Source: an optimization exercise on an open RTL-to-GDS flow (aim: small area, a short achievable clock period and few clock cycles per item). Production flows keep margins and buffers that such runs may drop. Where RTL was checked, it was by simulation tests only, not by an equivalence proof against the original. No functional check of the RTL was part of runs 1 and 7. Power figures rest on the tool's default switching activity, not on a simulated workload.

==> design.v <==
`default_nettype none
package gf_field_pkg;
   localparam int GF_WIDTH  = 32;
   localparam int GF_HALF   = GF_WIDTH / 2;
   localparam int GF_PROD_W = 2 * GF_WIDTH - 1;
   localparam int GF_PART_W = 2 * GF_HALF - 1;
   localparam int GF_LANES  = 3;
   typedef logic [GF_HALF-1:0]   gf_half_t;
   typedef logic [GF_PART_W-1:0] gf_partial_t;
   typedef logic [GF_PROD_W-1:0] gf_product_t;
   typedef logic [GF_WIDTH-1:0]  gf_word_t;
endpackage
`default_nettype wire
`default_nettype none
package wb_bus_pkg;
   localparam int WB_ADR_W = 4;
   localparam int WB_DAT_W = 32;
   typedef struct packed {
      logic                cyc;
      logic                stb;
      logic                we;
      logic [WB_ADR_W-1:0] adr;
      logic [WB_DAT_W-1:0] dat_w;
   } wb_req_t;
   typedef struct packed {
      logic                ack;
      logic [WB_DAT_W-1:0] dat_r;
   } wb_rsp_t;
   localparam logic [WB_ADR_W-1:0] REG_OPA     = 4'd0;
   localparam logic [WB_ADR_W-1:0] REG_OPB     = 4'd1;
   localparam logic [WB_ADR_W-1:0] REG_PROD_LO = 4'd2;
   localparam logic [WB_ADR_W-1:0] REG_PROD_HI = 4'd3;
   localparam logic [WB_ADR_W-1:0] REG_RESULT  = 4'd4;
   localparam logic [WB_ADR_W-1:0] REG_STATUS  = 4'd5;
   localparam int STATUS_BUSY_BIT = 0;
endpackage
`default_nettype wire
`default_nettype none
module clmul_kara
#(
   parameter int N   = 32,
   parameter int LEV = 1
) (
   input  logic [N-1:0]   a,
   input  logic [N-1:0]   b,
   output logic [2*N-2:0] p
);
   if (LEV == 0 || N < 4) begin : g_sb
      always_comb begin
         p = '0;
         for (int i = 0; i < N; i++) begin
            for (int j = 0; j < N; j++) begin
               p[i+j] = p[i+j] ^ (a[i] & b[j]);
            end
         end
      end
   end else begin : g_k
      localparam int H = N / 2;
      logic [2*H-2:0] z0, z1, z2, mid;
      clmul_kara #(.N(H), .LEV(LEV-1)) u_lo  (.a(a[H-1:0]),            .b(b[H-1:0]),            .p(z0));
      clmul_kara #(.N(H), .LEV(LEV-1)) u_mid (.a(a[H-1:0] ^ a[N-1:H]), .b(b[H-1:0] ^ b[N-1:H]), .p(z1));
      clmul_kara #(.N(H), .LEV(LEV-1)) u_hi  (.a(a[N-1:H]),            .b(b[N-1:H]),            .p(z2));
      assign mid = z0 ^ z1 ^ z2;
      always_comb begin
         p = '0;
         p[2*H-2:0]   = z0;
         p[2*N-2:N]   = z2;
         p[H +: 2*H-1] = p[H +: 2*H-1] ^ mid;
      end
   end
endmodule
`default_nettype wire
`default_nettype none
module gf_reduce
#(
   parameter logic [31:0] FIELD_POLY = 32'h0000_008D
) (
   input  logic [62:0] product,
   output logic [31:0] result
);
   logic [62:0] rem;
   always_comb begin
      rem = product;
      for (int i = 62; i >= 32; i--) begin
         if (rem[i]) begin
            rem = rem ^ (63'd1 << i) ^ ({31'd0, FIELD_POLY} << (i - 32));
         end
      end
   end
   assign result = rem[31:0];
endmodule
`default_nettype wire
`default_nettype none
module gf_mul_top
#(
   parameter logic [31:0] FIELD_POLY = 32'h0000_008D
) (
   input  logic        clk,
   input  logic        rst,
   input  logic        wb_cyc_i,
   input  logic        wb_stb_i,
   input  logic        wb_we_i,
   input  logic [3:0]  wb_adr_i,
   input  logic [31:0] wb_dat_i,
   output logic        wb_ack_o,
   output logic [31:0] wb_dat_o
);
   logic [31:0] op_a;
   logic [31:0] op_b;
   logic [62:0] prod_q;
   logic [62:0] prod_c;
   logic [31:0] result;
   logic        req;
   assign req      = wb_cyc_i && wb_stb_i;
   assign wb_ack_o = req;
   clmul_kara #(.N(32), .LEV(0)) u_clmul (.a(op_a), .b(wb_dat_i), .p(prod_c));
   gf_reduce #(.FIELD_POLY(FIELD_POLY)) u_reduce (.product(prod_q), .result(result));
   always_ff @(posedge clk) begin
      if (rst) begin
         op_a   <= '0;
         op_b   <= '0;
         prod_q <= '0;
      end else if (req && wb_we_i) begin
         if (wb_adr_i == 4'd0) op_a <= wb_dat_i;
         if (wb_adr_i == 4'd1) begin
            op_b   <= wb_dat_i;
            prod_q <= prod_c;
         end
      end
   end
   always_comb begin
      case (wb_adr_i)
         4'd0:    wb_dat_o = op_a;
         4'd1:    wb_dat_o = op_b;
         4'd2:    wb_dat_o = prod_q[31:0];
         4'd3:    wb_dat_o = {1'b0, prod_q[62:32]};
         4'd4:    wb_dat_o = result;
         default: wb_dat_o = '0;
      endcase
   end
endmodule
`default_nettype wire
==> run.sh <==
#!/bin/bash
# synth_recipe.tcl (not shown) runs the flow's synth.tcl, then flattens the netlist and writes it again
# the make line also repeats each setting of config.mk as NAME=value (left out here)
make -C /OpenROAD-flow-scripts/flow DESIGN_CONFIG=/design/flow/config.mk WORK_HOME=/design/flow/orfs CLKGATE_MAP_FILE= SYNTH_SCRIPT=/design/flow/synth_recipe.tcl finish
==> config.mk <==
export PLATFORM = sky130hd
export DESIGN_NAME = gf_mul_top
export DESIGN_NICKNAME = gf_mul_top
export VERILOG_FILES = /design/flow/design.v
export SDC_FILE = /design/flow/constraint.sdc
export NUM_CORES = 4
export LEC_CHECK = 0
export CAP_MARGIN = 20
export CORE_MARGIN = 2
export CORE_UTILIZATION = 40
export SLEW_MARGIN = 20
==> constraint.sdc <==
create_clock -name core_clock -period 3.0 [get_ports {clk}]
set_input_delay 0.6000 -clock core_clock [delete_from_list [all_inputs] [get_ports {clk}]]
set_output_delay 0.6000 -clock core_clock [all_outputs]
set_load 0.01 [all_outputs]
==> impl_results.md, run 1 <==
- Critical path buffer and inverter count: 5
- Largest net degree at the start of global routing: 54
- Post-Syn Area per Cell: 6.57 sq um
- Slowest stage delay, CP: 610 ps
- #FFs+latches synth: 127
- # H-tree levels: 4
- Share of cells above drive strength 1: 0.0988
- Setup TNS: 0 ps
- Max Clock Skew: 14.6 ps
- Final Critical Period: 2880 ps
- PortBufs: 73
- # rows: 81
- Global Route Usage Sum: 0.318
- Clock Latency Late Sink: 450 ps
- Ant diodes: 0
- GP Congestion: 0.916
- GRT met2 Usage: 0.502
- GRT met1 Usage: 0.407
- Hold WS: 463 ps
- Maximum fanout along the worst path: 5
- Num ports: 74
- Max-Cap Viols: 0
- Final Core Density: 0.463
- Required time of the critical path: 2400 ps
- Register share of total power: 0.361
- Finished layout cell area: 22700 sq um
- Met3 Track Usage GR: 0.0696
- Vias in the first global route: 20022
- Max-slew violation count: 0
- Sequential area share after synthesis: 0.128
- Via count: 20465
- Layer with the highest usage: met2
- Fin nets: 3045
- Actual slew at the worst max-slew pin: 655 ps
- Static leakage: 6.82 nW
- DRT Pass-1 Iters: 8
- Root Driver: clkbuf_16
- Slew Limit Headroom: 0.563
- Top delay family on crit path: buffers and inverters
- Mapped cell area: 19900 sq um
- Final setup vio count: 0
- Maximum clock frequency: 347 MHz
- Synth Instances: 3033
- Initial DRC Count: 2548
- Share of total power in the clock network: 0.436
- Final WL: 81700 um
- Drt wl/cell: 22.2 um
- Starting Density: 0.406
- Unrepaired setup endpoints after global routing: no
- Chip width: 227 um
- Most frequent cells in the layout: 1232 x nand2_1, 811 x xnor2_1, 213 x xor2_1
- Fin. Hold Viols: 0
- Period utilization: 0.961
- Die footprint: 51600 sq um
- Placed cells: 3636
- Sw frac: 0.326
- Placed Instance Area: 22000 sq um
- Area delta synth->final: 14.1%
- Internal power: 3.18 mW
- Die Ht: 227 um
- CP max-delay cell: or4b_4
- Peak VDD IR: 374 uV
- Outcome: timing/DRC/antenna clean
- Cts hold-fix bufs: 0
- P_sw: 1.54 mW
- Post-route DRC: 0
- Clock sinks: 127
- WS Path Type: input pin to output pin
- Combinational power share: 0.203
- Crit path cell chain: dlygate4sd2_1, or4b_4, buf_4, buf_6, buf_16, o21ai_1, a22oi_1, nand2_1, buf_2
- Arr. time, crit path: 2280 ps
- CTS tree: built
- Yosys warning count: 3
- Synth cell types: 28
- Synth Net Count: 3074
- Pwr Density: 208 nW/um^2
- CP endpoint kind: output pin
- CORE AREA: 49100 sq um
- CP Launch Type: input pin
- Worst Hold Class: register to register
- Global-route wire length before repair: 124000 um
- Clk slew on worst S/H paths: 50 ps
- Post-DP HPWL: 51500 um
- Antenna violations before repair: 0
- Final std cells w/o fill: 3679
- Antenna viol nets, final: 0
- Num CTS Buffers: 17
- Vias per cell: 5.56
- Deepest clock path buffer count: 2
- Total grt overflow: 0
- Commonest non-fill, non-tap cell in the layout: nand2_1
metal layers:
metal / share of wire / vias up / routed length, um
met5: 0 / - / 0
met4: 0.052 / 0 / 4260
met3: 0.11 / 307 / 9310
met2: 0.44 / 1326 / 35600
met1: 0.40 / 9675 / 32600
li1: - / 9157 / -
synth_stat cells:
cell type	number	area share
buf_6	4	0.0023
nor2_1	60	0.011
a21oi_2	2	0.00088
nand3_1	6	0.0015
buf_4	4	0.0015
buf_1	8	0.0015
xnor2_1	811	0.36
nand2_1	1232	0.23
a211oi_1	31	0.012
a22o_1	6	0.0026
a22oi_1	25	0.0094
a222oi_1	29	0.015
buf_2	212	0.053
clkbuf_2	8	0.0020
or4b_2	1	0.00050
and3_1	3	0.00094
nor4_2	1	0.00063
o21ai_0	22	0.0055
xnor3_1	20	0.023
dfxtp_1	127	0.13
and2_1	2	0.00063
o311ai_0	1	0.00044
xor2_1	213	0.094
o211ai_1	5	0.0019
a21oi_1	93	0.023
clkbuf_1	105	0.020
nor4b_2	1	0.00075
nand2_2	1	0.00031
cell type report:
class | count | area, sq um
fill | 4989 | 26300
clock inverter | 12 | 114
multi-input combinational | 2565 | 15900
clock buffer | 18 | 439
tap | 664 | 831
sequential | 127 | 2540
timing repair buffer | 293 | 2950
logic make-up after synthesis:
logic type / after synthesis / synth area share
AOI/OAI and AO/OA: 214 / 0.0704
xor gates and xnor gates: 1044 / 0.473
buffers and inverters: 341 / 0.0803
DFF: 127 / 0.128
and+or+nand+nor: 1307 / 0.249
tightest hold or removal path, cell delays in order, from the launching register on:
cell	delay, ps
dfxtp_1	310
nand2_1	50
a21oi_1	50
per-stage QoR:
stage                     worst slack, ps  total power [mW]
after floorplan                      79.1              2.19
final                                 118              4.72
after global routing                 1.44              4.82
after detailed placement             -527              2.64
after global placement               -479              2.63
after CTS                             114              4.69
power by group through the flow:
stage	Combinational [mW]	Clock [mW]	Sequential, mW
2_1_floorplan	0.457	0	1.73
3_3_place_gp	0.891	0	1.74
3_5_place_dp	0.895	0	1.74
4_1_cts	0.920	2.07	1.70
5_1_grt	0.973	2.14	1.70
6_report	0.957	2.06	1.70
path summary, 6_finish.rpt:
kind	to	cells past startpoint	from	slack, ps
worst max-delay path	wb_dat_o[18]	9	wb_adr_i[1]	120
worst min register to register	op_b[4]	2	op_b[4]	460
worst max register to register	prod_q[38]	8	op_a[19]	350
worst min-delay path	op_b[4]	2	op_b[4]	460
sequential cells by signal, summed over array words and instances, names as in the netlist:
signal and flops:
op_a 32, op_b 32, prod_q 63
repair_timing:
item,4_1_cts,5_1_grt
setup buffers,10,0
pin swaps,13,1
gates cloned,3,0
resized for setup,135,1
setup endpoints to repair,32,3
==> run 2, diff against run 1 <==
--- a/design.v
+++ b/design.v
@@ -113,7 +113,7 @@
    logic        req;
    assign req      = wb_cyc_i && wb_stb_i;
    assign wb_ack_o = req;
-   clmul_kara #(.N(32), .LEV(0)) u_clmul (.a(op_a), .b(wb_dat_i), .p(prod_c));
+   clmul_kara #(.N(32), .LEV(1)) u_clmul (.a(op_a), .b(wb_dat_i), .p(prod_c));
    gf_reduce #(.FIELD_POLY(FIELD_POLY)) u_reduce (.product(prod_q), .result(result));
    always_ff @(posedge clk) begin
       if (rst) begin
==> flow/run.sh (new file) <==
#!/bin/bash
# The standard layout, with the input and output port buffers made from plain buf cells
set -euo pipefail
bash standard.sh "BUFFER_PORTS_ARGS=-buffer_cell sky130_fd_sc_hd__buf_4" finish > make_finish.log 2>&1
==> standard.sh (new file) <==
#!/bin/bash
# synth_recipe.tcl (not shown) runs the flow's synth.tcl, then flattens the netlist and writes it again
# the make line also repeats each setting of config.mk as NAME=value (left out here)
make -C /OpenROAD-flow-scripts/flow DESIGN_CONFIG=/design/flow/config.mk WORK_HOME=/design/flow/orfs CLKGATE_MAP_FILE= SYNTH_SCRIPT=/design/flow/synth_recipe.tcl "${@:-finish}"
--- a/config.mk
+++ b/config.mk
@@ -8,4 +8,5 @@
 export CAP_MARGIN = 20
 export CORE_MARGIN = 2
 export CORE_UTILIZATION = 40
+export SETUP_SLACK_MARGIN = 0.3
 export SLEW_MARGIN = 20
removed: run.sh
==> run 2 against run 1 <==
Flip-flop and latch count unchanged. Largest power group unchanged. Synthesized cell count down 17%. Critical endpoint is now wb_dat_o[19]. First-iteration DRC count down 12%. Highest routed layer is now met5. Still clean. Cell count down 15%.
==> impl_results.md, run 2 <==
- Outcome: timing/DRC/antenna clean
- Final setup vio count: 0 (unchanged)
- # H-tree levels: 4 (unchanged)
- Pwr Density: 239 nW/um^2 (+15%)
- Num CTS Buffers: 17 (unchanged)
- Fillers: 4217 (-15%)
- WS Path Type: register to output pin
- Antenna violations before repair: 1 (+1)
- Adder-cell area share of the yosys netlist: 0 (unchanged)
- Clock sinks: 127 (unchanged)
- Combinational power share: 0.211 (+0.008)
- Slowest stage delay, CP: 580 ps (-30 ps)
- Total grt overflow: 0 (unchanged)
- Unrepaired setup endpoints after global routing: yes
- Via count: 17243 (-16%)
- Sequential area share after synthesis: 0.148 (+0.0202)
- Period utilization: 0.908 (-0.0527)
- Actual slew at the worst max-slew pin: 777 ps (+122 ps)
- Root Driver: clkbuf_16
- Starting Density: 0.407 (+0.00127)
- Final WL: 69400 um (-15%)
- Simple-Gate Fraction of Synth Area: 0.232 (-0.0171)
- Required time of the critical path: 2400 ps (about the same)
- Cts hold-fix bufs: 0 (unchanged)
- Biggest regs: prod_q: 63 flops, op_a: 32 flops, op_b: 32 flops
- CP endpoint kind: output pin
- Maximum clock frequency: 367 MHz (+5.8%)
- Post-DP HPWL: 48800 um (-5.1%)
- Area share of the largest cell type after synthesis: 0.338 (-0.0190)
- Slew Limit Headroom: 0.482 (-0.0810)
- Share of total power in the clock network: 0.431 (-0.005)
- Mux share of post-synthesis cell area: 0 (unchanged)
- Arr. time, crit path: 2120 ps (-160 ps)
- Global Route Usage Sum: 0.309 (-0.00946)
- Commonest non-fill, non-tap cell in the layout: nand2_1
- Top cells by area, synth: xnor2_1 34%, nand2_1 15%, dfxtp_1 15%, xor2_1 8.8%, nor2_1 7.4%
- Top cells by count, synth: 691 x nand2_1, 663 x xnor2_1, 340 x nor2_1, 173 x xor2_1, 127 x dfxtp_1
- Post-synthesis async set-or-reset flop share: 0 (unchanged)
- Fin. Hold Viols: 0 (unchanged)
- Post-Syn Area per Cell: 6.86 sq um (+4.5%)
- Hold Path Stages: 2 (unchanged)
- GP Congestion: 0.992 (+8.3%)
- Worst Reg-to-Reg Cells: 9 (+1)
- Post-synth top area cell: xnor2_1
- Top delay family on crit path: buffers and inverters
- Chip width: 211 um (-6.9%)
- Sw frac: 0.325 (-0.00135)
- Deepest clock path buffer count: 2 (unchanged)
- CORE AREA: 42200 sq um (-14%)
- Synth cell types: 29 (+3.6%)
- Register share of total power: 0.358 (-0.003)
- Most numerous cell in the Yosys netlist: nand2_1
- Hold WS: 455 ps (-7.75 ps)
- Vias per cell: 5.53 (-0.58%)
- Maximum fanout along the worst path: 7 (+2)
- XOR/XNOR Fraction of Synth Area: 0.472 (-0.00109)
- Post-route DRC: 0 (unchanged)
- Setup TNS: 0 ps (unchanged)
- #FFs+latches synth: 127 (unchanged)
- Most used cell, CP: buf_4
- Mapped cell area: 17200 sq um (-14%)
- Synth Instances: 2507 (-17%)
- Number of synthesized flops with an enable pin: 0 (unchanged)
- Worst Hold Class: register to register
- Main synth FF type: dfxtp_1
- Antenna viol nets, final: 0 (unchanged)
- Most frequent cells in the layout: 688 x nand2_1, 657 x xnor2_1, 337 x nor2_1
- CP Launch Type: register
- Max Clock Skew: 9.02 ps (-5.57 ps)
- Critical path buffer and inverter count: 3 (-2)
- Synth Net Count: 2548 (-17%)
- Max-Cap Viols: 0 (unchanged)
- Yosys warning count: 4 (+1)
- Die footprint: 44700 sq um (-13%)
- Fin nets: 2607 (-14%)
- Peak VDD IR: 345 uV (-7.8%)
- Share of cells above drive strength 1: 0.149 (+0.0497)
- PortBufs: 73 (unchanged)
- Most flop-heavy register: prod_q
- Max-slew violation count: 0 (unchanged)
- CP max-delay cell: a222oi_1
- Num ports: 74 (unchanged)
- Crit path cell chain: buf_4, a222oi_1, buf_4, nand2_1, buf_4
- Largest family of logic cells by synthesized area: XOR/XNOR gates
- Area delta synth->final: 15.8%
- Final Critical Period: 2720 ps (-158 ps)
- Static leakage: 6.65 nW (-2.5%)
- Initial DRC Count: 2237 (-12%)
- Critical path depth in cells: 5 (-4)
- Die Ht: 211 um (-6.9%)
- Largest net degree at the start of global routing: 64 (+19%)
- # rows: 75 (-7.4%)
- Number of flip-flops under the largest register name: 63 (unchanged)
- Compound-gate portion of the synthesized area: 0.0813 (+0.0109)
- P_sw: 1.55 mW (+0.57%)
- Global-route wire length before repair: 104000 um (-16%)
- CTS tree: built
- Clk slew on worst S/H paths: 60 ps (about the same)
- Vias in the first global route: 16476 (-18%)
- Ant diodes: 0 (unchanged)
- Internal power: 3.22 mW (+1.2%)
- DRT Pass-1 Iters: 9 (+1)
- Drt wl/cell: 22.3 um (+0.19%)
- Clock Latency Late Sink: 450 ps (about the same)
## run 2: cell families (layout without fill, tap and decap cells)
logic type	Yosys count	after routing
XOR/XNOR	875	875
AND/OR/NAND/NOR	1050	1050
AO/OA/AOI/OAI	210	210
buffers and inverters	245	317
flip-flops	127	127
## run 2: stage by stage
step / instances / util / power, mW / worst slack, ps / area [sq um]
final: 3118 / 0.472 / 4.77 / 277 / 19900
after floorplan: 2507 / - / 2.28 / 306 / 17200
after global routing: 3118 / 0.472 / 4.88 / 179 / 19900
after detailed placement: 3058 / 0.447 / 2.69 / 193 / 18900
after CTS: 3093 / 0.462 / 4.72 / 224 / 19500
after global placement: 3058 / 0.447 / 2.68 / 202 / 18900
## run 2: path summary, 6_finish.rpt
path,start,to,slack (ps)
worst max register to register,op_a[18],prod_q[28],370
worst min register to register,op_b[7],op_b[7],450
worst max-delay path,op_a[19],wb_dat_o[19],280
worst min-delay path,op_b[7],op_b[7],450
## run 2: routing by layer
metal | part of all wire | global-route usage | vias to the layer above | wire [um]
li1 | - | - | 7844 | -
met1 | 0.40 | 0.405 | 8139 | 27900
met2 | 0.44 | 0.481 | 1063 | 30600
met3 | 0.11 | 0.0687 | 195 | 7490
met4 | 0.049 | 0.144 | 2 | 3370
met5 | 0.000058 | 0 | - | 4
## run 2: repair_timing
item	4_1_cts	5_1_grt
gates resized for setup	10	40
gates cloned	1	2
setup buffers	2	23
setup endpoints to repair	27	31
pin swaps	3	13
## run 2: power by group through the flow
stage	Combinational [mW]	Sequential [mW]	Clock, mW
finish	1.01	1.71	2.06
global route	1.03	1.71	2.14
CTS	0.956	1.71	2.06
detailed placement	0.948	1.74	0
global placement	0.941	1.74	0
floorplan	0.547	1.73	0
## run 2: cell type report
| cell class | instances | area [sq um] | area share |
|---|---|---|---|
| flip-flops and latches | 127 | 2560 | 0.129 |
| clock buffers | 20 | 447 | 0.0224 |
| well taps | 539 | 674 | 0.0339 |
| repair buffers | 285 | 2440 | 0.123 |
| multi-input cells | 2135 | 13700 | 0.687 |
| clock inverters | 12 | 113 | 0.00565 |
## run 2: worst reg2reg max path, cell delays in order (launching register included)
cell and delay, ps:
dfxtp_1 360, xnor2_2 330, buf_4 320, nor2_1 80
xnor2_1 140, xnor2_1 350, xnor3_1 420, xnor3_1 340
nor2_1 100, nor3_1 60
Testbench counts of run 2, summed over its fixed seeds: cycles 11,152, items 3,200.
==> run 3, diff against run 2 <==
--- a/config.mk
+++ b/config.mk
@@ -8,5 +8,4 @@
 export CAP_MARGIN = 20
 export CORE_MARGIN = 2
 export CORE_UTILIZATION = 40
-export SETUP_SLACK_MARGIN = 0.3
 export SLEW_MARGIN = 20
==> run 3 against run 2 <==
Design area shrank 2.5%. Die area is the same. Flip-flop and latch count is the same. Critical path type unchanged. Still clean. Cell count shrank 1.2%. Via count shrank 1.6%. Largest cell class unchanged. Clock power grew 4%. Register-to-register slack lost 120 ps. Worst setup slack lost 140 ps.
==> impl_results.md, run 3 <==
- Outcome: timing/DRC/antenna clean
- Mapped cell area: 17200 sq um (unchanged)
- Period utilization: 0.953 (+0.0451)
- Simple-Gate Fraction of Synth Area: 0.232 (unchanged)
- GP Congestion: 0.931 (-6.1%)
- Main synth FF type: dfxtp_1
- Sequential area share after synthesis: 0.148 (unchanged)
- Synth Instances: 2507 (unchanged)
- Max-slew violation count: 0 (unchanged)
- Adder-cell area share of the yosys netlist: 0 (unchanged)
- Chip width: 211 um (unchanged)
- CTS tree: built
- Arr. time, crit path: 2260 ps (+140 ps)
- Final Core Density: 0.460 (-0.0119)
- Synth Net Count: 2548 (unchanged)
- WS Path Type: register to output pin
- Mux share of post-synthesis cell area: 0 (unchanged)
- Largest net degree at the start of global routing: 64 (unchanged)
- Deepest clock path buffer count: 2 (unchanged)
- CP endpoint kind: output pin
- Post-Syn Area per Cell: 6.86 sq um (unchanged)
- Most flop-heavy register: prod_q
- Most numerous cell in the Yosys netlist: nand2_1
- Peak VDD IR: 416 uV (+21%)
- Max Clock Skew: 10.4 ps (+1.38 ps)
- Num ports: 74 (unchanged)
- Antenna viol nets, final: 0 (unchanged)
- Final WL: 66700 um (-3.8%)
- Pwr Density: 249 nW/um^2 (+4.0%)
- Most frequent cells in the layout: 691 x nand2_1, 663 x xnor2_1, 338 x nor2_1
- Vias in the first global route: 15867 (-3.7%)
- PortBufs: 73 (unchanged)
- XOR/XNOR Fraction of Synth Area: 0.472 (unchanged)
- Setup TNS: 0 ps (unchanged)
- Required time of the critical path: 2400 ps (about the same)
- Max-Cap Viols: 0 (unchanged)
- Clock Latency Late Sink: 440 ps (about the same)
- Post-synthesis async set-or-reset flop share: 0 (unchanged)
- Synth cell types: 29 (unchanged)
- Die footprint: 44700 sq um (unchanged)
- Clock sinks: 127 (unchanged)
- Initial DRC Count: 2144 (-4.2%)
- Final setup vio count: 0 (unchanged)
- Maximum fanout along the worst path: 4 (-3)
- Vias per cell: 5.50 (-0.49%)
- Final Critical Period: 2860 ps (+135 ps)
- Maximum clock frequency: 350 MHz (-4.7%)
- Actual slew at the worst max-slew pin: 974 ps (+197 ps)
- # H-tree levels: 4 (unchanged)
- Unrepaired setup endpoints after global routing: no
- Die Ht: 211 um (unchanged)
- Post-route DRC: 0 (unchanged)
- Area share of the largest cell type after synthesis: 0.338 (unchanged)
- Root Driver: clkbuf_16
- Reg-to-reg critical path startpoint: op_a[8]
- Antenna violations before repair: 0 (-1)
- Post-DP HPWL: 47400 um (-2.9%)
- Number of flip-flops under the largest register name: 63 (unchanged)
- Fin. Hold Viols: 0 (unchanged)
- Commonest non-fill, non-tap cell in the layout: nand2_1
- Yosys warning count: 4 (unchanged)
- Ant diodes: 0 (unchanged)
- Compound-gate portion of the synthesized area: 0.0813 (unchanged)
- Top cells by area, synth: xnor2_1 34%, nand2_1 15%, dfxtp_1 15%, xor2_1 8.8%, nor2_1 7.4%
- DRT Pass-1 Iters: 8 (-1)
- Static leakage: 6.39 nW (-3.9%)
- Total grt overflow: 0 (unchanged)
- Area delta synth->final: 12.9%
- Post-synth top area cell: xnor2_1
- Biggest regs: prod_q: 63 flops, op_a: 32 flops, op_b: 32 flops
- # rows: 75 (unchanged)
- Number of synthesized flops with an enable pin: 0 (unchanged)
- Starting Density: 0.407 (unchanged)
- Fin nets: 2571 (-1.4%)
- Global-route wire length before repair: 101000 um (-2.6%)
- Final Total Pwr: 4.83 mW (+1.4%)
- #FFs+latches synth: 127 (unchanged)
- Cts hold-fix bufs: 0 (unchanged)
- Num CTS Buffers: 17 (unchanged)
- CP Launch Type: register
- Largest family of logic cells by synthesized area: XOR/XNOR gates
- Share of cells above drive strength 1: 0.127 (-0.0219)
- Via count: 16961 (-1.6%)
- CORE AREA: 42200 sq um (unchanged)
- Slew Limit Headroom: 0.348 (-0.134)
- Fillers: 4285 (+1.6%)
- Storage element area: 2540 sq um (-0.78%)
- Area occupied by multi-input gates: 13500 sq um (-0.99%)
- Hold_sp: op_b[4]
- Worst Hold Class: register to register
- Crit. Startpoint: prod_q[32]
- Global Route Usage Sum: 0.299 (-0.0101)
- Clk slew on worst S/H paths: 70 ps (about the same)
- Drt wl/cell: 21.6 um (-2.7%)
- Post-CTS setup buffers: 0 (-2)
- Top cells by count, synth: 691 x nand2_1, 663 x xnor2_1, 340 x nor2_1, 173 x xor2_1, 127 x dfxtp_1
[run 3: cell count changes in the layout (fill, tap and decap cells not counted), sizes merged]
cell	before	now
clkinvlp	5	2
buf	283	249
bufinv	1	2
clkbuf	22	17
inv	2	5
clkinv	4	6
[run 3: what timing repair did]
item                                    4_1_cts  5_1_grt
cloned                                        0        0
endpoints found under the setup margin        1        7
gates resized for setup                       1        4
[run 3: layer usage]
layer / up-vias / GRT usage / wire length (um)
met1: 8050 / 0.415 / 27600
met5: - / 0 / 0
met2: 982 / 0.459 / 29000
met3: 149 / 0.0524 / 7450
li1: 7780 / - / -
met4: 0 / 0.114 / 2620
[run 3: kinds of logic after synthesis]
group / count (synthesis)
simple gates: 1050
xor+xnor: 875
buf+inv: 245
compound gates: 210
flops: 127
[run 3: final timing paths]
kind                       to  slack [ps]  cells past startpoint
hold reg to reg       op_b[4]         460                      2
setup / recovery  wb_dat_o[2]         140                      8
hold / removal        op_b[4]         460                      2
setup reg to reg   prod_q[36]         250                     10
[run 3: cell type report]
class | count | area share
repair buffers | 249 | 0.107
flip-flops and latches | 127 | 0.131
multi-input cells | 2135 | 0.697
clock inverters | 15 | 0.00819
well taps | 539 | 0.0347
clock buffers | 17 | 0.0219
[run 3: metrics by stage]
stage	instances	hold slack [ps]	area, sq um	setup slack (ps)
6_report	3082	457	19400	141
2_1_floorplan	2507	436	17200	90.0
3_5_place_dp	3050	446	18800	134
3_3_place_gp	3050	441	18800	153
5_1_grt	3082	474	19400	20.6
4_1_cts	3082	455	19400	55.1
[run 3: worst max-delay path: stages (launching register included)]
cell,delay [ps]
dfxtp_1,520
xnor2_1,140
xnor2_1,310
buf_4,220
xnor2_1,150
nor2_1,60
o21ai_0,140
o211ai_1,110
buf_4,170
[run 3: power by group]
group | internal (mW) | switching [mW]
registers | 1.69 | 0.0128
logic | 0.347 | 0.630
clock network | 1.23 | 0.916
==> run 4, diff against run 3 <==
--- a/config.mk
+++ b/config.mk
@@ -8,4 +8,5 @@
 export CAP_MARGIN = 20
 export CORE_MARGIN = 2
 export CORE_UTILIZATION = 40
+export SETUP_SLACK_MARGIN = 0.45
 export SLEW_MARGIN = 20
==> run 4 against run 3 <==
Routed wire length increased by 4.5%. Largest cell class unchanged. Worst setup slack improved by 160 ps. Still clean on timing, DRC and antenna. Global-route usage increased by 1.0 points. Sequential share of layout area decreased by 0.37 points. Critical endpoint is now wb_dat_o[20]. Hold slack improved by 0.69 ps.
==> impl_results.md, run 4 <==
- Outcome: timing/DRC/antenna clean
- Final WL: 69700 um (+4.5%)
- #FFs+latches synth: 127 (unchanged)
- CP max-delay cell: a222oi_1
- CORE AREA: 42200 sq um (unchanged)
- Setup TNS: 0 ps (unchanged)
- Worst Reg-to-Reg Cells: 10 (unchanged)
- CP Launch Type: input pin
- GRT met1 Usage: 0.428 (+0.0122)
- Starting Density: 0.407 (unchanged)
- Critical path depth in cells: 7 (-1)
- Area delta synth->final: 18.8%
- Final setup vio count: 0 (unchanged)
- Period utilization: 0.900 (-0.0534)
- Synth cell types: 29 (unchanged)
- Clk slew on worst S/H paths: 70 ps (about the same)
- Most flop-heavy register: prod_q
- Crit path cell chain: buf_6, nand2_4, nor2_4, buf_12, a222oi_1, nand2_1, buf_6
- Synth Net Count: 2548 (unchanged)
- Antenna violations before repair: 0 (unchanged)
- DRT Pass-1 Iters: 6 (-2)
- Final Total Pwr: 5.00 mW (+3.4%)
- Post-route DRC: 0 (unchanged)
- Layer with the highest usage: met2
- Most used cell, CP: buf_6
- CP endpoint kind: output pin
- R2r endpoint: prod_q[36]
- Final Critical Period: 2700 ps (-160 ps)
- Unrepaired setup endpoints after global routing: yes
- Placed cells: 3048 (-0.066%)
- Max Clock Skew: 18.4 ps (+8.01 ps)
- Num CTS Buffers: 17 (unchanged)
- Crit. Startpoint: wb_adr_i[1]
- GRT met2 Usage: 0.482 (+0.0233)
- Slowest stage delay, CP: 760 ps (+240 ps)
- Drt wl/cell: 22.4 um (+3.3%)
- Initial DRC Count: 2461 (+15%)
- Met3 Track Usage GR: 0.0423 (-0.0101)
- Biggest regs: prod_q: 63 flops, op_a: 32 flops, op_b: 32 flops
- # rows: 75 (unchanged)
- Fin. Hold Viols: 0 (unchanged)
- Total grt overflow: 0 (unchanged)
- Worst reg2reg setup slack: 450 ps (+200 ps)
- Peak VDD IR: 384 uV (-7.6%)
- Reg-to-reg critical path startpoint: op_a[15]
- Yosys warning count: 4 (unchanged)
- Pwr Density: 244 nW/um^2 (-1.8%)
- Post-Syn Area per Cell: 6.86 sq um (unchanged)
- Ant diodes: 0 (unchanged)
- Most numerous cell in the Yosys netlist: nand2_1
- Global-route wire length before repair: 104000 um (+3.1%)
- Share of cells above drive strength 1: 0.166 (+0.0389)
- Top delay family on crit path: compound AO/OA/AOI/OAI gates
- Post-DP HPWL: 47600 um (+0.27%)
- Commonest non-fill, non-tap cell in the layout: nand2_1
- Antenna viol nets, final: 0 (unchanged)
- Maximum clock frequency: 371 MHz (+5.9%)
- # H-tree levels: 4 (unchanged)
- WS Path Type: input pin to output pin
- Largest net degree at the start of global routing: 69 (+7.8%)
- Main synth FF type: dfxtp_1
- Placed Instance Area: 18800 sq um (-0.13%)
- Max-Cap Viols: 0 (unchanged)
- Number of synthesized flops with an enable pin: 0 (unchanged)
- Sequential area share after synthesis: 0.148 (unchanged)
- Number of flip-flops under the largest register name: 63 (unchanged)
- Most frequent cells in the layout: 687 x nand2_1, 640 x xnor2_1, 337 x nor2_1
- Top cells by area, synth: xnor2_1 34%, nand2_1 15%, dfxtp_1 15%, xor2_1 8.8%, nor2_1 7.4%
- Critical Path Sink: wb_dat_o[20]
- Post-synth top area cell: xnor2_1
- Deepest clock path buffer count: 2 (unchanged)
- Via count: 17311 (+2.1%)
- Required time of the critical path: 2400 ps (about the same)
- GP Congestion: 0.959 (+3.0%)
- Die Ht: 211 um (unchanged)
- Mapped cell area: 17200 sq um (unchanged)
- Clock sinks: 127 (unchanged)
- Area share of the largest cell type after synthesis: 0.338 (unchanged)
- Post-Place Setup Slack: 39.3 ps (-94.7 ps)
- Vias per cell: 5.55 (+0.85%)
- Finished layout cell area: 20400 sq um (+5.3%)
- PortBufs: 73 (unchanged)
- Arr. time, crit path: 2100 ps (-160 ps)
- Worst Hold Class: register to register
- Top cells by count, synth: 691 x nand2_1, 663 x xnor2_1, 340 x nor2_1, 173 x xor2_1, 127 x dfxtp_1
- Fin nets: 2608 (+1.4%)
- Num ports: 74 (unchanged)
- Max-slew violation count: 0 (unchanged)
- Critical path buffer and inverter count: 3 (+1)
- Worst setup margin: 301 ps (+160 ps)
- Slew Limit Headroom: 0.433 (+0.0851)
- Die footprint: 44700 sq um (unchanged)
- Chip width: 211 um (unchanged)
- Maximum fanout along the worst path: 10 (+6)
- Actual slew at the worst max-slew pin: 851 ps (-123 ps)
- Root Driver: clkbuf_16
- Clock Latency Late Sink: 450 ps (about the same)
- Post-synthesis async set-or-reset flop share: 0 (unchanged)
- Global Route Usage Sum: 0.309 (+0.0103)
- CTS tree: built
- Final std cells w/o fill: 3119 (+1.2%)
- Synth Instances: 2507 (unchanged)
- Static leakage: 6.82 nW (+6.8%)
- Fillers: 4136 (-3.5%)
- Vias in the first global route: 16281 (+2.6%)
[run 4: per-layer routing]
metal | share of wire | up-vias
met5 | 0 | -
met4 | 0.043 | 0
met3 | 0.10 | 165
met2 | 0.44 | 1065
met1 | 0.41 | 8213
li1 | - | 7868
[run 4: area by class of cell]
cell class / count / area, sq um / share of cell area
clock buffers: 18 / 439 / 0.0215
repair buffers: 283 / 2580 / 0.126
well taps: 539 / 674 / 0.0330
flip-flops and latches: 127 / 2600 / 0.127
clock inverters: 14 / 170 / 0.00833
multi-input cells: 2138 / 14000 / 0.683
[run 4: power by group]
group | switching, mW | leakage [nW] | internal (mW)
Clock | 0.991 | 0.294 | 1.28
Sequential | 0.0132 | 1.04 | 1.69
Combinational | 0.652 | 5.48 | 0.372
[run 4: how the worst min path moves through the flow]
stage	startpoint	endpoint	slack, ps	cells after the start
after floorplan	op_b[10]	op_b[10]	440	2
after global placement	op_b[0]	op_b[0]	440	2
after detailed placement	op_b[29]	op_b[29]	450	2
after CTS	op_b[28]	op_b[28]	460	2
after global routing	op_b[15]	op_b[15]	470	2
final	op_b[28]	op_b[28]	460	2
[run 4: worst min-delay path, stage by stage, from the launching register on]
cell	delay, ps
dfxtp_1	310
nand2_1	50
a21oi_1	50
[run 4: cell families after synthesis]
kind of cell    after synthesis  share of synthesized area
compound gates              210                     0.0813
xor+xnor                    875                      0.472
flops                       127                      0.148
simple gates               1050                      0.232
buf+inv                     245                     0.0674
[run 4: repair_timing]
item | CTS | global route
setup endpoints to repair | 44 | 42
pin swaps | 24 | 35
hold buffers | 0 | 0
resized for setup | 59 | 90
gates cloned | 4 | 3
setup buffers | 25 | 7
[run 4: through the flow]
| stage | util | hold WS (ps) |
|---|---|---|
| finish | 0.484 | 457 |
| global route | 0.484 | 468 |
| CTS | 0.473 | 457 |
| detailed placement | 0.445 | 447 |
| global placement | 0.445 | 442 |
| floorplan | - | 436 |
==> run 5, diff against run 4 <==
--- a/config.mk
+++ b/config.mk
@@ -8,5 +8,5 @@
 export CAP_MARGIN = 20
 export CORE_MARGIN = 2
 export CORE_UTILIZATION = 40
-export SETUP_SLACK_MARGIN = 0.45
+export SETUP_SLACK_MARGIN = 0.15
 export SLEW_MARGIN = 20
==> run 5 against run 4 <==
Die area did not move. Critical path depth rose by 1. Design area fell by 4.7%. Largest power group unchanged. Routed wire length fell by 4.2%.
==> impl_results.md, run 5 <==
- Layer with the highest usage: met2
- CP endpoint kind: register
- Mapped cell area: 17200 sq um (unchanged)
- Internal power: 3.28 mW (-1.9%)
- DRT Pass-1 Iters: 10 (+4)
- Clock sinks: 127 (unchanged)
- Reg-to-reg critical path startpoint: op_a[9]
- Actual slew at the worst max-slew pin: 780 ps (-71.3 ps)
- Num CTS Buffers: 17 (unchanged)
- Commonest non-fill, non-tap cell in the layout: nand2_1
- Most frequent cells in the layout: 691 x nand2_1, 662 x xnor2_1, 338 x nor2_1
- Post-DP HPWL: 47400 um (-0.27%)
- Clock Latency Late Sink: 450 ps (about the same)
- GP Congestion: 0.931 (-2.9%)
- Met3 Track Usage GR: 0.0524 (+0.0101)
- Top cells by area, synth: xnor2_1 34%, nand2_1 15%, dfxtp_1 15%, xor2_1 8.8%, nor2_1 7.4%
- Die Ht: 211 um (unchanged)
- Global Route Usage Sum: 0.299 (-0.0103)
- Main synth FF type: dfxtp_1
- Worst Reg-to-Reg Cells: 8 (-2)
- Setup TNS: 0 ps (unchanged)
- Outcome: timing/DRC/antenna clean
- Area share of the largest cell type after synthesis: 0.338 (unchanged)
- Synth Net Count: 2548 (unchanged)
- Share of cells above drive strength 1: 0.129 (-0.0363)
- Hold WS: 455 ps (-2.44 ps)
- Hold Path Stages: 2 (unchanged)
- Fillers: 4275 (+3.4%)
- Global-route wire length before repair: 101000 um (-3.0%)
- # H-tree levels: 4 (unchanged)
- Worst reg2reg setup slack: 260 ps (-190 ps)
- CP Launch Type: register
- Top cells by count, synth: 691 x nand2_1, 663 x xnor2_1, 340 x nor2_1, 173 x xor2_1, 127 x dfxtp_1
- Biggest regs: prod_q: 63 flops, op_a: 32 flops, op_b: 32 flops
- Combinational power share: 0.202 (-0.003)
- #FFs+latches synth: 127 (unchanged)
- Root Driver: clkbuf_16
- Finished layout cell area: 19500 sq um (-4.7%)
- Area delta synth->final: 13.2%
- Arr. time, crit path: 3070 ps (+970 ps)
- Antenna violations before repair: 0 (unchanged)
- CORE AREA: 42200 sq um (unchanged)
- Hold_sp: op_b[4]
- Antenna viol nets, final: 0 (unchanged)
- Register share of total power: 0.353 (+0.013)
- Synth cell types: 29 (unchanged)
- Sw frac: 0.323 (-0.00846)
- Hold Path End: op_b[4]
- Starting Density: 0.407 (unchanged)
- Fin. Hold Viols: 0 (unchanged)
- R2r endpoint: prod_q[28]
- Die footprint: 44700 sq um (unchanged)
- Required time of the critical path: 3320 ps (+920 ps)
- Share of total power in the clock network: 0.445 (-0.010)
- Post-Place Setup Slack: 134 ps (+94.7 ps)
- Static leakage: 6.41 nW (-6.1%)
- Number of synthesized flops with an enable pin: 0 (unchanged)
- Post-synth top area cell: xnor2_1
- P_sw: 1.56 mW (-5.6%)
- Pwr Density: 248 nW/um^2 (+1.6%)
- Vias in the first global route: 15867 (-2.5%)
- Final std cells w/o fill: 3085 (-1.1%)
- GRT met2 Usage: 0.459 (-0.0233)
- Final WL: 66800 um (-4.2%)
- Placed Instance Area: 18800 sq um (+0.13%)
- Post-Syn Area per Cell: 6.86 sq um (unchanged)
- Final Core Density: 0.461 (-0.0228)
- Peak VDD IR: 419 uV (+9.2%)
- Initial DRC Count: 2129 (-13%)
- Slew Limit Headroom: 0.480 (+0.0475)
- Most numerous cell in the Yosys netlist: nand2_1
- Vias per cell: 5.48 (-1.2%)
- CTS tree: built
- Max Clock Skew: 9.66 ps (-8.75 ps)
- Maximum fanout along the worst path: 16 (+6)
- Via count: 16913 (-2.3%)
- Most flop-heavy register: prod_q
- GRT met1 Usage: 0.416 (-0.0121)
- Num ports: 74 (unchanged)
- Clk slew on worst S/H paths: 70 ps (about the same)
- Ant diodes: 0 (unchanged)
- Chip width: 211 um (unchanged)
- Deepest clock path buffer count: 2 (unchanged)
- Fin nets: 2574 (-1.3%)
- Total grt overflow: 0 (unchanged)
- Unrepaired setup endpoints after global routing: no
- PortBufs: 73 (unchanged)
- Final Critical Period: 2740 ps (+44.5 ps)
- Placed cells: 3050 (+0.066%)
- Maximum clock frequency: 365 MHz (-1.6%)
- Worst setup margin: 257 ps (-44.5 ps)
- Drt wl/cell: 21.7 um (-3.1%)
- Synth Instances: 2507 (unchanged)
- Post-synthesis async set-or-reset flop share: 0 (unchanged)
- Post-route DRC: 0 (unchanged)
- Final setup vio count: 0 (unchanged)
- Largest net degree at the start of global routing: 64 (-7.2%)
- WS Path Type: register to register
- Worst Hold Class: register to register
- Sequential area share after synthesis: 0.148 (unchanged)
- Final Total Pwr: 4.84 mW (-3.2%)
- Yosys warning count: 4 (unchanged)
- Max-Cap Viols: 0 (unchanged)
- # rows: 75 (unchanged)
- Number of flip-flops under the largest register name: 63 (unchanged)
- Period utilization: 0.914 (+0.0148)
- Max-slew violation count: 0 (unchanged)
[run 5: final cells by class]
cell class | instances | area [sq um] | area share
multi-input combinational | 2135 | 13600 | 0.697
tap | 539 | 674 | 0.0346
timing repair buffer | 252 | 2090 | 0.107
clock inverter | 15 | 159 | 0.00816
clock buffer | 17 | 425 | 0.0218
sequential | 127 | 2550 | 0.131
[run 5: cell families (layout without fill, tap and decap cells)]
family / count (synthesis) / count (layout) / share of synthesized area
buffers and inverters: 245 / 284 / 0.0674
and+or+nand+nor: 1050 / 1050 / 0.232
xor gates and xnor gates: 875 / 875 / 0.472
DFF: 127 / 127 / 0.148
AOI/OAI and AO/OA: 210 / 210 / 0.0813
[run 5: power groups by stage]
stage          Clock [mW]  Combinational (mW)  Sequential [mW]
2_1_floorplan           0               0.546             1.73
3_3_place_gp            0               0.946             1.74
3_5_place_dp            0               0.949             1.74
4_1_cts              2.16               0.952             1.71
5_1_grt              2.24                1.01             1.71
6_report             2.15               0.978             1.71
[run 5: worst max-delay path by stage]
stage / from / to / slack (ps) / cells after the start
floorplan: wb_adr_i[1] / wb_dat_o[0] / 90 / 5
global placement: wb_adr_i[1] / wb_dat_o[17] / 150 / 7
detailed placement: wb_adr_i[1] / wb_dat_o[17] / 130 / 7
CTS: prod_q[60] / wb_dat_o[5] / 200 / 8
global route: prod_q[59] / wb_dat_o[5] / 150 / 7
finish: op_a[9] / prod_q[28] / 260 / 8
[run 5: routing by layer]
metal,wire [um],share of wire
met1,27700,0.41
met2,29100,0.43
met3,7400,0.11
met4,2670,0.040
met5,0,0
[run 5: timing repair]
action / 4_1_cts / 5_1_grt
setup endpoints to repair: 10 / 8
buffers inserted: 0 / 3
pin swaps: 0 / 2
endpoints found under the hold margin: 0 / 0
hold buffers: 0 / 0
gates resized for setup: 6 / 6
[run 5: critical path, cell delays in order, from the launching register on]
cell and delay [ps]:
dfxtp_1 390, xnor2_4 580, nor2_1 150, xnor2_1 230
xnor3_1 380, xnor3_1 400, xnor3_1 340, nor2_1 90
nor3_1 60
==> run 6, diff against run 5 <==
==> config.mk (replaced) <==
export PLATFORM = sky130hd
export DESIGN_NAME = gf_mul_top
export DESIGN_NICKNAME = gf_mul_top
export VERILOG_FILES = /design/flow/design.v
export SDC_FILE = /design/flow/constraint.sdc
export NUM_CORES = 4
export LEC_CHECK = 0
export CAP_MARGIN = 0
export CORE_MARGIN = 2
export CORE_UTILIZATION = 55
export SLEW_MARGIN = 0
==> run 6 against run 5 <==
Area after synthesis did not move. Flip-flop and latch count did not move. Routed wire length fell by 1.2%. Clock power rose by 4%. Total power rose by 2.2%. Fmax fell by 2.8%. Worst setup slack got worse by 80 ps. Register-to-register slack improved by 50 ps. Sequential share of layout area rose by 0.076 points. First-iteration DRC count rose by 7.9%. Critical endpoint is now wb_dat_o[12]. Largest power group unchanged.
==> impl_results.md, run 6 <==
- Sequential area share after synthesis: 0.148 (unchanged)
- Die footprint: 32700 sq um (-27%)
- Largest net degree at the start of global routing: 64 (unchanged)
- Outcome: timing/DRC/antenna clean
- Max-slew violation count: 0 (unchanged)
- Final WL: 66000 um (-1.2%)
- WS Path Type: input pin to output pin
- Total grt overflow: 0 (unchanged)
- Most numerous cell in the Yosys netlist: nand2_1
- Post-synthesis async set-or-reset flop share: 0 (unchanged)
- Num ports: 74 (unchanged)
- Max Clock Skew: 14.3 ps (+4.61 ps)
- Vias per cell: 5.82 (+6.2%)
- Slew Limit Headroom: 0.357 (-0.123)
- Max-Cap Viols: 0 (unchanged)
- Die Ht: 181 um (-14%)
- Antenna violations before repair: 0 (unchanged)
- Top cells by area, synth: xnor2_1 34%, nand2_1 15%, dfxtp_1 15%, xor2_1 8.8%, nor2_1 7.4%
- Yosys warning count: 4 (unchanged)
- Top cells by count, synth: 691 x nand2_1, 663 x xnor2_1, 340 x nor2_1, 173 x xor2_1, 127 x dfxtp_1
- Area delta synth->final: 12.3%
- Commonest non-fill, non-tap cell in the layout: nand2_1
- Drt wl/cell: 22.5 um (+3.9%)
- Post-Syn Area per Cell: 6.86 sq um (unchanged)
- Ant diodes: 0 (unchanged)
- Initial DRC Count: 2297 (+7.9%)
- CORE AREA: 30700 sq um (-27%)
- Area share of the largest cell type after synthesis: 0.338 (unchanged)
- Clock sinks: 127 (unchanged)
- Number of flip-flops under the largest register name: 63 (unchanged)
- Post-DP HPWL: 46600 um (-1.8%)
- Synth Instances: 2507 (unchanged)
- CP Launch Type: input pin
- Peak VDD IR: 407 uV (-3.1%)
- Num CTS Buffers: 17 (unchanged)
- Fin. Hold Viols: 0 (unchanged)
- Fin nets: 2566 (-0.31%)
- Global Route Usage Sum: 0.399 (+0.101)
- Share of cells above drive strength 1: 0.124 (-0.00511)
- Actual slew at the worst max-slew pin: 960 ps (+180 ps)
- Number of synthesized flops with an enable pin: 0 (unchanged)
- GP Congestion: 0.950 (+2.0%)
- Global-route wire length before repair: 99800 um (-1.1%)
- Fillers: 2864 (-33%)
- CP endpoint kind: output pin
- Final setup vio count: 0 (unchanged)
- Required time of the critical path: 2400 ps (-920 ps)
- Post-synth top area cell: xnor2_1
- Via count: 17090 (+1.0%)
- Maximum fanout along the worst path: 13 (-3)
- Biggest regs: prod_q: 63 flops, op_a: 32 flops, op_b: 32 flops
- Synth cell types: 29 (unchanged)
- Pwr Density: 256 nW/um^2 (+3.0%)
- Synth Net Count: 2548 (unchanged)
- # rows: 64 (-15%)
- Worst reg2reg setup slack: 310 ps (+50 ps)
- Maximum clock frequency: 354 MHz (-2.8%)
- Starting Density: 0.561 (+0.154)
- Arr. time, crit path: 2220 ps (-850 ps)
- Cts hold-fix bufs: 0 (unchanged)
- Root Driver: clkbuf_16
- Static leakage: 6.40 nW (-0.12%)
- PortBufs: 73 (unchanged)
- Unrepaired setup endpoints after global routing: no
- Final Total Pwr: 4.94 mW (+2.2%)
- Worst Hold Class: register to register
- Period utilization: 0.941 (+0.0265)
- CTS tree: built
- Most frequent cells in the layout: 691 x nand2_1, 662 x xnor2_1, 338 x nor2_1
- Chip width: 181 um (-14%)
- Setup TNS: 0 ps (unchanged)
- Vias in the first global route: 16083 (+1.4%)
- Final Critical Period: 2820 ps (+79.6 ps)
- Most flop-heavy register: prod_q
- #FFs+latches synth: 127 (unchanged)
- DRT Pass-1 Iters: 7 (-3)
- Clk slew on worst S/H paths: 60 ps (about the same)
- Antenna viol nets, final: 0 (unchanged)
- Main synth FF type: dfxtp_1
- Deepest clock path buffer count: 2 (unchanged)
- Mapped cell area: 17200 sq um (unchanged)
- Post-route DRC: 0 (unchanged)
- Clock Latency Late Sink: 440 ps (about the same)
- # H-tree levels: 4 (unchanged)
## run 6: routing by layer
| layer | vias to the layer above | GRT usage | wire length (um) |
|---|---|---|---|
| met5 | - | 0 | 0 |
| met4 | 0 | 0.189 | 3400 |
| met3 | 179 | 0.0927 | 7210 |
| met2 | 1007 | 0.617 | 28800 |
| met1 | 8138 | 0.524 | 26700 |
| li1 | 7766 | - | - |
## run 6: layout make-up
cell class	instances	area, sq um	area share
clock buffers	18	429	0.0222
clock inverters	14	179	0.00926
repair buffers	244	2130	0.110
well taps	396	495	0.0256
flip-flops and latches	127	2540	0.132
multi-input cells	2135	13500	0.701
## run 6: worst max-delay path, stage by stage
cell and delay [ps]:
buf_4 110, nor2_1 70, and3_1 390, a222oi_1 720, nand2_1 140, buf_4 180
## run 6: power by group
part	switching (mW)	total, mW	leakage, nW	internal [mW]
logic	0.634	0.996	5.09	0.363
clock network	0.920	2.24	0.288	1.32
registers	0.0127	1.71	1.02	1.69
## run 6: worst paths after layout
| check | startpoint | to | cells past startpoint |
|---|---|---|---|
| min reg2reg | op_b[5] | op_b[5] | 2 |
| max reg2reg | op_a[12] | prod_q[28] | 8 |
| min | op_b[5] | op_b[5] | 2 |
| max | wb_adr_i[3] | wb_dat_o[12] | 6 |
## run 6: stage by stage
stage               cell area [sq um]  utilization  worst slack [ps]  std cells  hold slack, ps
CTS                             19300        0.629              5.22       2934             454
finish                          19300        0.630               177       2934             454
global route                    19300        0.630              45.7       2934             470
global placement                18700        0.609               170       2902             441
floorplan                       17200            -              90.0       2507             436
detailed placement              18700        0.609               127       2902             446
## run 6: cell families (layout without fill, tap and decap cells)
family	Yosys count	in the layout	synth area share
flip-flops	127	127	0.148
AND/OR/NAND/NOR	1050	1050	0.232
AO/OA/AOI/OAI	210	210	0.0813
XOR/XNOR	875	875	0.472
buffers and inverters	245	276	0.0674
## run 6: what timing repair did
item,CTS,global route
setup buffers,0,0
resized for setup,0,4
setup endpoints to repair,0,6
==> run 7, diff against run 6 <==
--- a/design.v
+++ b/design.v
@@ -128,15 +128,14 @@
          end
       end
    end
+   logic [4:0] sel;
    always_comb begin
-      case (wb_adr_i)
-         4'd0:    wb_dat_o = op_a;
-         4'd1:    wb_dat_o = op_b;
-         4'd2:    wb_dat_o = prod_q[31:0];
-         4'd3:    wb_dat_o = {1'b0, prod_q[62:32]};
-         4'd4:    wb_dat_o = result;
-         default: wb_dat_o = '0;
-      endcase
+      for (int i = 0; i < 5; i++) sel[i] = (wb_adr_i == 4'(i));
    end
+   assign wb_dat_o = ({32{sel[0]}} & op_a)
+                   | ({32{sel[1]}} & op_b)
+                   | ({32{sel[2]}} & prod_q[31:0])
+                   | ({32{sel[3]}} & {1'b0, prod_q[62:32]})
+                   | ({32{sel[4]}} & result);
 endmodule
 `default_nettype wire
--- a/config.mk
+++ b/config.mk
@@ -5,7 +5,7 @@
 export SDC_FILE = /design/flow/constraint.sdc
 export NUM_CORES = 4
 export LEC_CHECK = 0
-export CAP_MARGIN = 0
+export CAP_MARGIN = 20
 export CORE_MARGIN = 2
-export CORE_UTILIZATION = 55
-export SLEW_MARGIN = 0
+export CORE_UTILIZATION = 40
+export SLEW_MARGIN = 20
==> run 7 against run 6 <==
Synthesized cell count up 0.16%. Largest cell class unchanged. Critical path depth fell by 2. Register-to-register slack lost 120 ps. Critical endpoint is now wb_dat_o[14]. Global-route usage shrank 11 points. Still clean on timing, DRC and antenna. Die area is 34% higher. Cell count up 5.8%. Combinational power shrank 4.5%. Sequential share of layout area hardly changed.
==> impl_results.md, run 7 <==
- Top cells by count, synth: 690 x nand2_1, 677 x xnor2_1, 347 x nor2_1, 175 x xor2_1, 127 x dfxtp_1
- Deepest clock path buffer count: 2 (unchanged)
- Via count: 16786 (-1.8%)
- Max-slew violation count: 0 (unchanged)
- Post-Place Setup Slack: 73.7 ps (-53.5 ps)
- Max-Cap Viols: 0 (unchanged)
- Num ports: 74 (unchanged)
- Max Clock Skew: 8.45 ps (-5.81 ps)
- Peak VDD IR: 272 uV (-33%)
- Post-Syn Area per Cell: 6.72 sq um (-2.1%)
- Mapped cell area: 16900 sq um (-1.9%)
- Clock Latency Late Sink: 450 ps (about the same)
- Num CTS Buffers: 17 (unchanged)
- Worst Hold Class: input pin to register
- Root Driver: clkbuf_16
- Maximum clock frequency: 348 MHz (-1.6%)
- Finished layout cell area: 19300 sq um (about the same)
- CORE AREA: 41800 sq um (+36%)
- Worst setup margin: 130 ps (-47.2 ps)
- Clk slew on worst S/H paths: 60 ps (about the same)
- WS Path Type: register to output pin
- Post-synthesis async set-or-reset flop share: 0 (unchanged)
- Number of synthesized flops with an enable pin: 0 (unchanged)
- Pwr Density: 246 nW/um^2 (-3.9%)
- # H-tree levels: 4 (unchanged)
- Synth Net Count: 2552 (+0.16%)
- Drt wl/cell: 20.6 um (-8.4%)
- Static leakage: 6.40 nW (about the same)
- Global Route Usage Sum: 0.289 (-0.110)
- #FFs+latches synth: 127 (unchanged)
- Required time of the critical path: 2400 ps (about the same)
- Fillers: 4227 (+48%)
- CTS tree: built
- Synth Instances: 2511 (+0.16%)
- Post-route DRC: 0 (unchanged)
- Maximum fanout along the worst path: 17 (+4)
- Final WL: 64000 um (-3.1%)
- Outcome: timing/DRC/antenna clean
- DRT Pass-1 Iters: 9 (+2)
- Post-synth top area cell: xnor2_1
- Initial DRC Count: 1933 (-16%)
- Compound-gate portion of the synthesized area: 0.0822 (+0.000906)
- # rows: 75 (+17%)
- Most numerous cell in the Yosys netlist: nand2_1
- Total grt overflow: 0 (unchanged)
- Final setup vio count: 0 (unchanged)
- Post-CTS setup buffers: 0 (unchanged)
- Commonest non-fill, non-tap cell in the layout: nand2_1
- Most flop-heavy register: prod_q
- Chip width: 209 um (+16%)
- Adder-cell area share of the yosys netlist: 0 (unchanged)
- Yosys warning count: 4 (unchanged)
- CP endpoint kind: output pin
- Most frequent cells in the layout: 690 x nand2_1, 676 x xnor2_1, 345 x nor2_1
- Clock sinks: 127 (unchanged)
- Actual slew at the worst max-slew pin: 960 ps (+0.722 ps)
- Fin nets: 2591 (+0.97%)
- XOR/XNOR Fraction of Synth Area: 0.465 (-0.00666)
- Unrepaired setup endpoints after global routing: no
- Sequential area share after synthesis: 0.151 (+0.00286)
- GP Congestion: 0.946 (-0.49%)
- Worst reg2reg setup slack: 190 ps (-120 ps)
- Vias in the first global route: 16205 (+0.76%)
- Number of flip-flops under the largest register name: 63 (unchanged)
- Antenna viol nets, final: 0 (unchanged)
- Main synth FF type: dfxtp_1
- Die Ht: 209 um (+16%)
- Top cells by area, synth: xnor2_1 35%, nand2_1 15%, dfxtp_1 15%, xor2_1 9.1%, nor2_1 7.7%
- Period utilization: 0.957 (+0.0157)
- Final Critical Period: 2870 ps (+47.2 ps)
- Antenna violations before repair: 1 (+1)
- Arr. time, crit path: 2270 ps (+50 ps)
- Vias per cell: 5.41 (-7.1%)
- Synth cell types: 31 (+6.9%)
- Global-route wire length before repair: 97700 um (-2.2%)
- Cts hold-fix bufs: 0 (unchanged)
- Post-DP HPWL: 46400 um (-0.26%)
- Slew Limit Headroom: 0.355 (-0.00193)
- CP Launch Type: register
- Biggest regs: prod_q: 63 flops, op_a: 32 flops, op_b: 32 flops
- Placed Instance Area: 18700 sq um (+0.10%)
- Starting Density: 0.404 (-0.157)
- Simple-Gate Fraction of Synth Area: 0.239 (+0.00700)
- Area share of the largest cell type after synthesis: 0.351 (+0.0138)
- Area delta synth->final: 14.4%
- Share of cells above drive strength 1: 0.121 (-0.00355)
- Setup TNS: 0 ps (unchanged)
- Fin. Hold Viols: 0 (unchanged)
- Largest net degree at the start of global routing: 68 (+6.3%)
- Die footprint: 43800 sq um (+34%)
- Largest family of logic cells by synthesized area: XOR/XNOR gates
- PortBufs: 73 (unchanged)
- Mux share of post-synthesis cell area: 0 (unchanged)
==> run 7: changes by cell type in the layout (fill, tap and decap cells not counted), sizes merged, moves of 4 or more <==
| cell | previous run | this run |
|---|---|---|
| xnor3 | 11 | 15 |
| buf | 244 | 264 |
| a222oi | 32 | 28 |
| a22o | 0 | 4 |
| nor2 | 342 | 347 |
| a21oi | 83 | 87 |
| a211oi | 41 | 37 |
| xnor2 | 691 | 680 |
==> run 7: metrics by stage <==
stage               total power, mW  std cells   util  hold slack (ps)
floorplan                      2.25       2511      -              436
global placement               2.67       3070  0.448              442
CTS                            4.73       3102  0.462              436
finish                         4.75       3103  0.462              447
detailed placement             2.67       3070  0.448              449
global route                   4.87       3103  0.462              459
==> run 7: final cells by class <==
| cell class | count | area (sq um) | share of cell area |
|---|---|---|---|
| multi-input combinational | 2140 | 13300 | 0.689 |
| sequential | 127 | 2540 | 0.132 |
| timing repair buffer | 264 | 2210 | 0.114 |
| tap | 539 | 674 | 0.0349 |
| clock buffer | 19 | 453 | 0.0235 |
| clock inverter | 13 | 126 | 0.00655 |
| antenna | 1 | 2.50 | 0.000130 |
==> run 7: worst max-delay path: stages (launching register included) <==
cell and delay, ps:
dfxtp_1 620, buf_4 310, a222oi_1 530, nand2_1 160, buf_4 190
==> run 7: worst paths after layout <==
check	start	end	cells after the start
setup / recovery	op_a[14]	wb_dat_o[14]	4
hold / removal	wb_dat_i[21]	op_a[21]	3
setup reg to reg	op_a[14]	prod_q[30]	9
hold reg to reg	op_b[23]	op_b[23]	2
==> run 7: cells by family after synthesis <==
logic type                Yosys count
AOI/OAI and AO/OA                 211
xor gates and xnor gates          870
DFF                               127
buffers and inverters             244
and+or+nand+nor                  1059
==> run 7: repair_timing <==
item	CTS	global route
resized for setup	0	2
setup endpoints to repair	0	3
hold endpoints to repair	0	0
==> run 7: routing by layer <==
layer	GRT usage	wire length [um]	vias up
met5	0	0	-
met4	0.120	2370	0
met3	0.0435	5650	141
met2	0.455	28200	872
met1	0.395	27700	7957
li1	-	-	7816
==> run 7: power by group <==
group          switching (mW)  leakage (nW)  internal (mW)
Sequential             0.0129          1.02           1.69
Clock                   0.894         0.273           1.20
Combinational           0.610          5.11          0.341
Total                    1.52          6.40           3.23

==> port drivers added, routing unchanged <==
No port has a modelled driver above. Below, the same layouts with a new extraction and two added sets of constraints.
Step 1 sets driving cells, clkbuf_16 on the clock port and buf_2 on the other inputs (assumed; they add their load-dependent delay and slew).
Step 2 times the ports against the registers' clock, not the clock port: input delays grow and output delays shrink by t, the midpoint of the rising clock arrivals with the driver on.
a / b / c = ideal ports / drivers / drivers and shift; a / b = the first two.
run | t, ns | setup slack, ns | latest minus earliest clock arrival (ns) | pins driven straight from the clock port
run 1 | 0.493 | 0.118 / 0.085 / -0.122 | 0.016 / 0.015 | 1
run 2 | 0.495 | 0.277 / 0.226 / 0.150 | 0.010 / 0.010 | 1
run 3 | 0.489 | 0.141 / 0.089 / 0.154 | 0.012 / 0.012 | 1
run 4 | 0.486 | 0.301 / 0.237 / 0.102 | 0.019 / 0.018 | 1
run 5 | 0.490 | 0.257 / 0.232 / 0.154 | 0.013 / 0.012 | 1
run 6 | 0.489 | 0.177 / 0.130 / 0.117 | 0.014 / 0.014 | 1
run 7 | 0.504 | 0.130 / 0.069 / -0.011 | 0.010 / 0.010 | 1
Met with ideal ports but missed after step 2: setup timing in run 1 and run 7. For run 1, which loses most, drivers alone change the setup slack by -0.033 ns; drivers and shift together by -0.240 ns.
